Background: an optimization exercise with open tools, aiming at a short achievable clock period and few clock cycles per item. Do not read the settings as production practice. The RTL was checked by simulation tests, not by an equivalence proof against the original design.

==> inputs of exp/tundra <==
// pid_controller_clamped_integral_unit
module pid_controller_clamped_integral_unit (
  input  logic        clk,
  input  logic        rst,
  input  logic        s_tvalid,
  output logic        s_tready,
  input  logic [63:0] s_tdata,
  output logic        m_tvalid,
  input  logic        m_tready,
  output logic [71:0] m_tdata,
  input  logic        psel,
  input  logic        penable,
  input  logic        pwrite,
  input  logic [4:0]  paddr,
  input  logic [31:0] pwdata,
  output logic [31:0] prdata,
  output logic        pready
);
  logic [31:0] kp, ki, kd, target, offset;
  logic [30:0] bound;
  logic [33:0] tgtoff;
  logic [31:0] bnd_neg;
  logic [33:0] kd_pos, kd_neg;
  logic [65:0] kd_max, kd_nmin;
  logic        primed;
  logic [31:0] last_err, t_last, integral;
  logic        s_rdy, o_v, acc_in;
  logic [64:0] o_d;
  logic [16:0][64:0] fifo;
  logic [4:0]  wp, rp;
  logic [5:0]  fcnt, cnt;
  logic        take, fempty, xfer;
  logic [4:0]  wp_inc, rp_inc, wp_t0, wp_t1;
  logic [5:0]  fc_t0, fc_t1, cnt_inc, cnt_dec;
  logic        lt_p1, lt_0, lt_m1;
  logic        wr;
  logic [31:0] rdmux;
  logic [33:0] errfull;
  logic [31:0] errsat;
  logic [0:0] v_q1;
  logic [0:0] prm_q1;
  logic [31:0] err_q1;
  logic [31:0] ep_q1;
  logic [31:0] el_q1;
  logic [32:0] dif1;
  logic [32:0] dif2;
  logic [0:0] dsign_q2;
  logic [31:0] adiff_q2;
  logic [0:0] esign_q2;
  logic [31:0] aerr_q2;
  logic [0:0] elz_q2;
  ...
clock: 9.0 ns
lec_check: 0
abc_clock_period_in_ps: 2000
cap_margin: 20
core_margin: 2
core_utilization: 50
gpl_timing_driven: 1
setup_slack_margin: 5
slew_margin: 20
run.sh (not shown) runs the stock make flow with config.mk's settings and CLKGATE_MAP_FILE= SYNTH_SCRIPT=/design/flow/synth_recipe.tcl, a recipe that flattens the netlist after the stock synthesis.
==> exp/garnet (differences from exp/tundra) <==
--- a/flow/design.v
+++ b/flow/design.v
@@ -2166,17 +2166,15 @@
       3'd2:    rdmux = kd;
       3'd3:    rdmux = target;
       3'd4:    rdmux = offset;
       3'd5:    rdmux = {1'b0, bound};
       default: rdmux = '0;
     endcase
   end
-  logic [31:0] prdata_r;
-  always_ff @(posedge clk) prdata_r <= rdmux;
-  assign prdata = prdata_r;
+  assign prdata = rdmux;
   always_ff @(posedge clk) begin
     tgtoff  <= {{2{target[31]}}, target} + {{2{offset[31]}}, offset};
     bnd_neg <= 32'd0 - {1'b0, bound};
     kd_max  <= ({{34{kd[31]}}, kd} << 31) - {{34{kd[31]}}, kd};
     kd_nmin <= 66'd0 - ({{34{kd[31]}}, kd} << 31);
     kd_pos  <= {{2{kd[31]}}, kd};
     kd_neg  <= 34'd0 - {{2{kd[31]}}, kd};
- ABC_CLOCK_PERIOD_IN_PS: 2000 -> not set
- CORE_UTILIZATION: 50 -> 30
- GPL_TIMING_DRIVEN: 1 -> not set
- PLACE_DENSITY: not set -> 0.45
==> results.py <==
metrics = {
    "worst_setup_path": {
        "r2r-end": "ym_q4[69]$_DFF_P_",
        "crit_buf_inv": 1,
    },
    "synth": {
        "netlist_instances": 55670,
    },
    "status": {
        "status": "complete, no violations",
    },
    "layout": {
        "clockBufferCount": 1300,
    },
    "floorplanning": {
        "die_h_um": 1070,
    },
}
(the above is from exp/tundra)
==> results.py <==
metrics = {
    "synth": {
        "netlist_instances": 55962,
    },
    "global_route": {
        "antenna_found_initial": 190,
        "grt.met1_usage_pct": 26.9,
        "use_met2_pct": 33.0,
    },
    "layout": {
        "clockBufferCount": 1560,
    },
    "status": {
        "status": "complete, no violations",
    },
    "worst_setup_path": {
        "crit_family": "buffers and inverters",
        "r2r-end": "adiff_q2[27]$_DFF_P_",
        "crit_buf_inv": 5,
    },
    "floorplanning": {
        "die_h_um": 1380,
    },
    "clock_tree": {
        "hold_buffers": 0,
    },
}
(the above is from exp/garnet)
Testbench counts of exp/tundra, summed over its fixed seeds: cycles 1,856, items 1,600.
Testbench counts of exp/garnet, summed over its fixed seeds: cycles 1,856, items 1,600.

-- static timing again, ports no longer ideal --
Ports are ideal in the flow. The routed layouts listed here were re-timed in OpenROAD.
Step 1 assumes that a clkbuf_16 drives the clock port and a buf_2 every other input.
Step 2 moves the port delays by t, midway between the first and last clock arrival at a register: inputs arrive t later, outputs are due t later. That takes back most of the time a late clock gives input paths.
Three values: ideal ports, drivers, drivers and shift; two values: the first two.
run	t (ns)	setup slack, ns	worst slew at a driven data input, ns	cell pins on the clock port's net
exp/tundra	1.379	4.593 / 4.593 / 3.363	0.15	1
exp/garnet	1.438	4.208 / 4.160 / 3.713	0.17	1
After both steps every run listed still meets setup and hold. For exp/tundra, which loses most, drivers alone change the setup slack by 0.000 ns; drivers and shift together by -1.230 ns.
